Context: an optimization exercise on an open-source flow, tuned for a short achievable clock period and few clock cycles per item. The choices shown serve that exercise and are no tape-out recipe. Function was checked by simulation only, so behaviour that the tests miss may differ from the original. Power is estimated from default activity; no workload was simulated.

==> flow/design.v <==
module dcache_ctrl #(
    parameter int TAG_W = 4,
    parameter int IDX_W = 4,
    parameter int QD    = 2
) (
    input  logic                   clk,
    input  logic                   reset_n,
    input  logic                   cpu_req_in,
    input  logic                   cpu_we_in,
    input  logic [11:0]            cpu_addr_in,
    input  logic [31:0]            cpu_wdata_in,
    output logic                   cpu_ready_out,
    output logic                   cpu_done_out,
    output logic [31:0]            cpu_rdata_out,
    output logic                   r_mem_req_out,
    output logic                   w_mem_req_out,
    output logic [TAG_W+IDX_W-1:0] mem_addr_out,
    output logic [1:0]             word_id_out,
    output logic                   mem_wr_en_out,
    output logic [31:0]            data_mem_wr_data_out,
    input  logic                   mem_comp_in,
    input  logic [127:0]           mem_data_in,
    output logic [15:0]            hit_cnt_out,
    output logic [15:0]            miss_cnt_out
);
    localparam int LINES = 1 << IDX_W;
    localparam int LA_W  = TAG_W + IDX_W;
    localparam int QP_W  = 1;    
    logic [LINES-1:0]         valid_q;
    logic [TAG_W-1:0]         tag_q  [LINES];
    logic [127:0]             data_q [LINES];
    logic                     ready_q, done_q;
    logic [31:0]              rdata_q;
    logic [15:0]              hit_cnt_q, miss_cnt_q;
    logic                     lm_wait_q;    
    logic                     rd_out_q;     
    logic                     rd_gate_q;
    logic [3:0]               wr_sel_q;
    logic [LA_W-1:0]          lm_line_q;
    logic [1:0]               lm_word_q;
    logic [LA_W-1:0]          sq_line_q [QD];
    logic [1:0]               sq_word_q [QD];
    logic [31:0]              sq_data_q [QD];
    logic [QP_W-1:0]          sq_head_q, sq_tail_q;
    logic [QP_W:0]            sq_cnt_q;
    logic                     busy_q;
    logic                     r_req_q, w_req_q, wr_en_q;
    logic [LA_W-1:0]          mem_addr_q;
    logic [1:0]               word_id_q;
    logic [31:0]              wr_data_q;
    logic                     unused_byte;
    logic [IDX_W-1:0]         idx;
    logic [TAG_W-1:0]         tag;
    logic [1:0]               word;
    logic [LINES-1:0]         match;
    logic                     hit;
    logic                     req_ld, req_st, new_lm;
    logic                     mem_free, sq_empty;
    logic                     w_issue, r_issue, enq, deq;
    logic [QP_W:0]            sq_cnt_d;
    logic [15:0]              hit_inc, miss_inc;
    logic [LINES-1:0]         rd_line_sel;
    logic [3:0]               rd_word_sel;
    logic [31:0]              rd_mux;
    assign unused_byte = ^cpu_addr_in[1:0];
    assign word = cpu_addr_in[3:2];
    assign idx  = cpu_addr_in[4 +: IDX_W];
    assign tag  = cpu_addr_in[4+IDX_W +: TAG_W];
    always_comb
        for (int i = 0; i < LINES; i++)
            match[i] = valid_q[i] && tag_q[i] == tag;
    assign hit = match[idx];
    always_comb begin
        for (int i = 0; i < LINES; i++) rd_line_sel[i] = !rd_gate_q && idx == IDX_W'(i);
        for (int w = 0; w < 4; w++) rd_word_sel[w] = word == 2'(w);
        rd_mux = {32{rd_gate_q}} & mem_data_in[{lm_word_q, 5'd0} +: 32];
        for (int i = 0; i < LINES; i++)
            for (int w = 0; w < 4; w++)
                rd_mux = rd_mux | ({32{rd_line_sel[i] && rd_word_sel[w]}} & data_q[i][32*w +: 32]);
    end
    assign req_ld   = cpu_req_in && !cpu_we_in;
    assign req_st   = cpu_req_in && cpu_we_in;
    assign new_lm   = req_ld && !hit;
    assign mem_free = !busy_q || mem_comp_in;
    assign sq_empty = sq_cnt_q == '0;
    assign w_issue  = mem_free && (!sq_empty || req_st);
    assign r_issue  = mem_free && sq_empty && (lm_wait_q || new_lm);
    assign deq      = mem_free && !sq_empty;
    assign enq      = req_st && !(sq_empty && mem_free);
    assign sq_cnt_d = sq_cnt_q + (QP_W+1)'(enq) - (QP_W+1)'(deq);
    logic [15:0] hit_all1, miss_all1;
    for (genvar k = 0; k < 16; k++) begin : g_inc
        assign hit_all1[k]  = &hit_cnt_q[k:0];
        assign miss_all1[k] = &miss_cnt_q[k:0];
    end
    assign hit_inc  = hit_all1[15]  ? hit_cnt_q  : hit_cnt_q  ^ {hit_all1[14:0], 1'b1};
    assign miss_inc = miss_all1[15] ? miss_cnt_q : miss_cnt_q ^ {miss_all1[14:0], 1'b1};
    assign cpu_ready_out        = ready_q;
    assign cpu_done_out         = done_q;
    assign cpu_rdata_out        = rdata_q;
    assign r_mem_req_out        = r_req_q;
    assign w_mem_req_out        = w_req_q;
    assign mem_addr_out         = mem_addr_q;
    assign word_id_out          = word_id_q;
    assign mem_wr_en_out        = wr_en_q;
    assign data_mem_wr_data_out = wr_data_q;
    assign hit_cnt_out          = hit_cnt_q;
    assign miss_cnt_out         = miss_cnt_q;
    logic [127:0]             wr_src;
    always_comb
        for (int w = 0; w < 4; w++)
            wr_src[32*w +: 32] = wr_sel_q[w] ? mem_data_in[32*w +: 32] : cpu_wdata_in;
    always_ff @(posedge clk) begin
        for (int i = 0; i < LINES; i++) begin
            if (rd_out_q && lm_line_q[IDX_W-1:0] == IDX_W'(i))
                tag_q[i] <= lm_line_q[LA_W-1:IDX_W];
            for (int w = 0; w < 4; w++)
                if ((rd_out_q && lm_line_q[IDX_W-1:0] == IDX_W'(i)) ||
                    (req_st && idx == IDX_W'(i) && match[i] && word == 2'(w)))
                    data_q[i][32*w +: 32] <= wr_src[32*w +: 32];
        end
    end
    always_ff @(posedge clk) begin
        rdata_q <= rd_mux;
        if (cpu_req_in) begin
            lm_line_q <= cpu_addr_in[11:4];
            lm_word_q <= word;
        end
        if (enq) begin
            sq_line_q[sq_tail_q] <= cpu_addr_in[11:4];
            sq_word_q[sq_tail_q] <= word;
            sq_data_q[sq_tail_q] <= cpu_wdata_in;
        end
        if (!sq_empty) begin
            mem_addr_q <= sq_line_q[sq_head_q];
            word_id_q  <= sq_word_q[sq_head_q];
            wr_data_q  <= sq_data_q[sq_head_q];
        end else begin
            mem_addr_q <= lm_wait_q ? lm_line_q : cpu_addr_in[11:4];
            word_id_q  <= word;
            wr_data_q  <= cpu_wdata_in;
        end
    end
    always_ff @(posedge clk) begin
        if (!reset_n) begin
            valid_q    <= '0;
            ready_q    <= 1'b0;
            done_q     <= 1'b0;
            hit_cnt_q  <= '0;
            miss_cnt_q <= '0;
            lm_wait_q  <= 1'b0;
            rd_out_q   <= 1'b0;
            rd_gate_q  <= 1'b0;
            wr_sel_q   <= '0;
            sq_head_q  <= '0;
            sq_tail_q  <= '0;
            sq_cnt_q   <= '0;
            busy_q     <= 1'b0;
            r_req_q    <= 1'b0;
            w_req_q    <= 1'b0;
            wr_en_q    <= 1'b0;
        end else begin
            if (rd_out_q && mem_comp_in) valid_q[lm_line_q[IDX_W-1:0]] <= 1'b1;
            ready_q   <= sq_cnt_d != (QP_W+1)'(QD);
            done_q    <= (cpu_req_in && (cpu_we_in || hit)) || (rd_out_q && mem_comp_in);
            if (cpu_req_in) begin
                if (hit) hit_cnt_q  <= hit_inc;
                else     miss_cnt_q <= miss_inc;
            end
            lm_wait_q <= (lm_wait_q || new_lm) && !r_issue;
            rd_out_q  <= r_issue || (rd_out_q && !mem_comp_in);
            rd_gate_q <= r_issue || (rd_gate_q && !mem_comp_in);
            for (int w = 0; w < 4; w++) wr_sel_q[w] <= r_issue || (wr_sel_q[w] && !mem_comp_in);
            if (enq) sq_tail_q <= sq_tail_q + 1'b1;
            if (deq) sq_head_q <= sq_head_q + 1'b1;
            sq_cnt_q  <= sq_cnt_d;
            busy_q    <= w_issue || r_issue || (busy_q && !mem_comp_in);
            r_req_q   <= r_issue;
            w_req_q   <= w_issue;
            wr_en_q   <= w_issue;
        end
    end
endmodule
==> flow/config.mk <==
export PLATFORM = sky130hd
export DESIGN_NAME = dcache_ctrl
export DESIGN_NICKNAME = dcache_ctrl
export VERILOG_FILES = /design/flow/design.v
export SDC_FILE = /design/flow/constraint.sdc
export NUM_CORES = 4
export LEC_CHECK = 0
export CAP_MARGIN = 20
export CELL_PAD_IN_SITES_DETAIL_PLACEMENT = 1
export CELL_PAD_IN_SITES_GLOBAL_PLACEMENT = 2
export CORE_MARGIN = 2
export CORE_UTILIZATION = 33
export CTS_CLUSTER_DIAMETER = 100
export CTS_CLUSTER_SIZE = 20
export GPL_ROUTABILITY_DRIVEN = 1
export SETUP_SLACK_MARGIN = 3.5
export SLEW_MARGIN = 20
export TNS_END_PERCENT = 100
==> flow/constraint.sdc <==
create_clock -name core_clock -period 6.0 [get_ports {clk}]
set_input_delay 1.2000 -clock core_clock [delete_from_list [all_inputs] [get_ports {clk}]]
set_output_delay 1.2000 -clock core_clock [all_outputs]
set_load 0.01 [all_outputs]
run.sh (not shown) runs the stock make flow with config.mk's settings and CLKGATE_MAP_FILE= SYNTH_SCRIPT=/design/flow/synth_recipe.tcl, a recipe that flattens the netlist after the stock synthesis.
Testbench counts at the start, summed over its fixed seeds: cycles 42,033, requests 16,000.
==> next run, changes <==
CELL_PAD_IN_SITES_DETAIL_PLACEMENT = unset   (was 1)
CELL_PAD_IN_SITES_GLOBAL_PLACEMENT = unset   (was 2)
CORE_UTILIZATION = 40   (was 33)
SETUP_SLACK_MARGIN = 3.3   (was 3.5)
Outcome: Global-route usage goes down by 0.38 points; power goes down by 3.4%; final cell count goes down by 11%; hold slack degrades by 16 ps; critical path depth goes down by 2; maximum frequency goes up by 1.6%; flip-flop and latch count does not change; via count goes down by 7.4%; wire length goes down by 23%; core utilization goes up by 4.7 points; design area goes down by 8.7%.
==> next run, changes <==
CELL_PAD_IN_SITES_DETAIL_PLACEMENT = 1   (was unset)
CELL_PAD_IN_SITES_GLOBAL_PLACEMENT = 2   (was unset)
CORE_UTILIZATION = 36   (was 40)
SETUP_SLACK_MARGIN = 3.4   (was 3.3)
The changed run went through all stages and came out clean.
Area after synthesis stays the same.
Fmax grows by 5.4%.
Worst hold slack is better by 6.2 ps.
Sequential power stays flat.
Register-to-register slack gets better by 170 ps.
Clock-buffer cell count went down by 10.
Setup slack gets better by 160 ps.
Clock power grows by about 5%.
Final area grows by 5.6%.
Utilization fell by 2.3 points.
==> next run, changes <==
SETUP_SLACK_MARGIN = 3.6   (was 3.4)
Effect: The changed run completed with no timing, DRC or antenna violations. Utilization went up by 3.3 points. Final cell count went up by 3.9%. Sequential share of layout area went down by 3.9 points. Synthesized area is unchanged. Routed wire length went up by about 15%. Clock skew hardly moves. Fmax went down by 11%. Setup slack is worse by 350 ps. Hold slack is better by 4.5 ps. Design area went up by 7.0%.

==> re-timing with driven ports <==
In the flow no input, the clock included, has a driving cell. The finished layouts below were timed again as built, in two steps.
Step 1: set_driving_cell puts a clkbuf_16 on clk and a buf_2 on each other input, an assumption about the parent block.
Step 2 also shifts input and output timing later by t, the mid clock arrival at the registers, as if the neighbouring blocks saw the same clock.
Three values: ideal, step 1, step 2; two values: the first two.
| run | t, ns | setup WS [ns] | hold WS [ns] | slew at the worst register clock pin (ns) |
|---|---|---|---|---|
| the first run | 0.951 | 2.933 / 2.830 / 1.879 | 0.494 / 0.494 / 0.494 | 0.10 / 0.10 |
| the second run | 0.939 | 2.980 / 2.761 / 1.822 | 0.478 / 0.478 / 0.478 | 0.10 / 0.10 |
| the third run | 0.958 | 3.136 / 3.078 / 2.120 | 0.485 / 0.485 / 0.485 | 0.10 / 0.10 |
| the fourth run | 0.970 | 2.790 / 2.622 / 1.651 | 0.489 / 0.489 / 0.489 | 0.12 / 0.12 |
After both steps setup and hold are still met in every run listed. The setup slack of the second run, which loses most, moves by -0.219 ns with the drivers and by -1.158 ns with both steps.
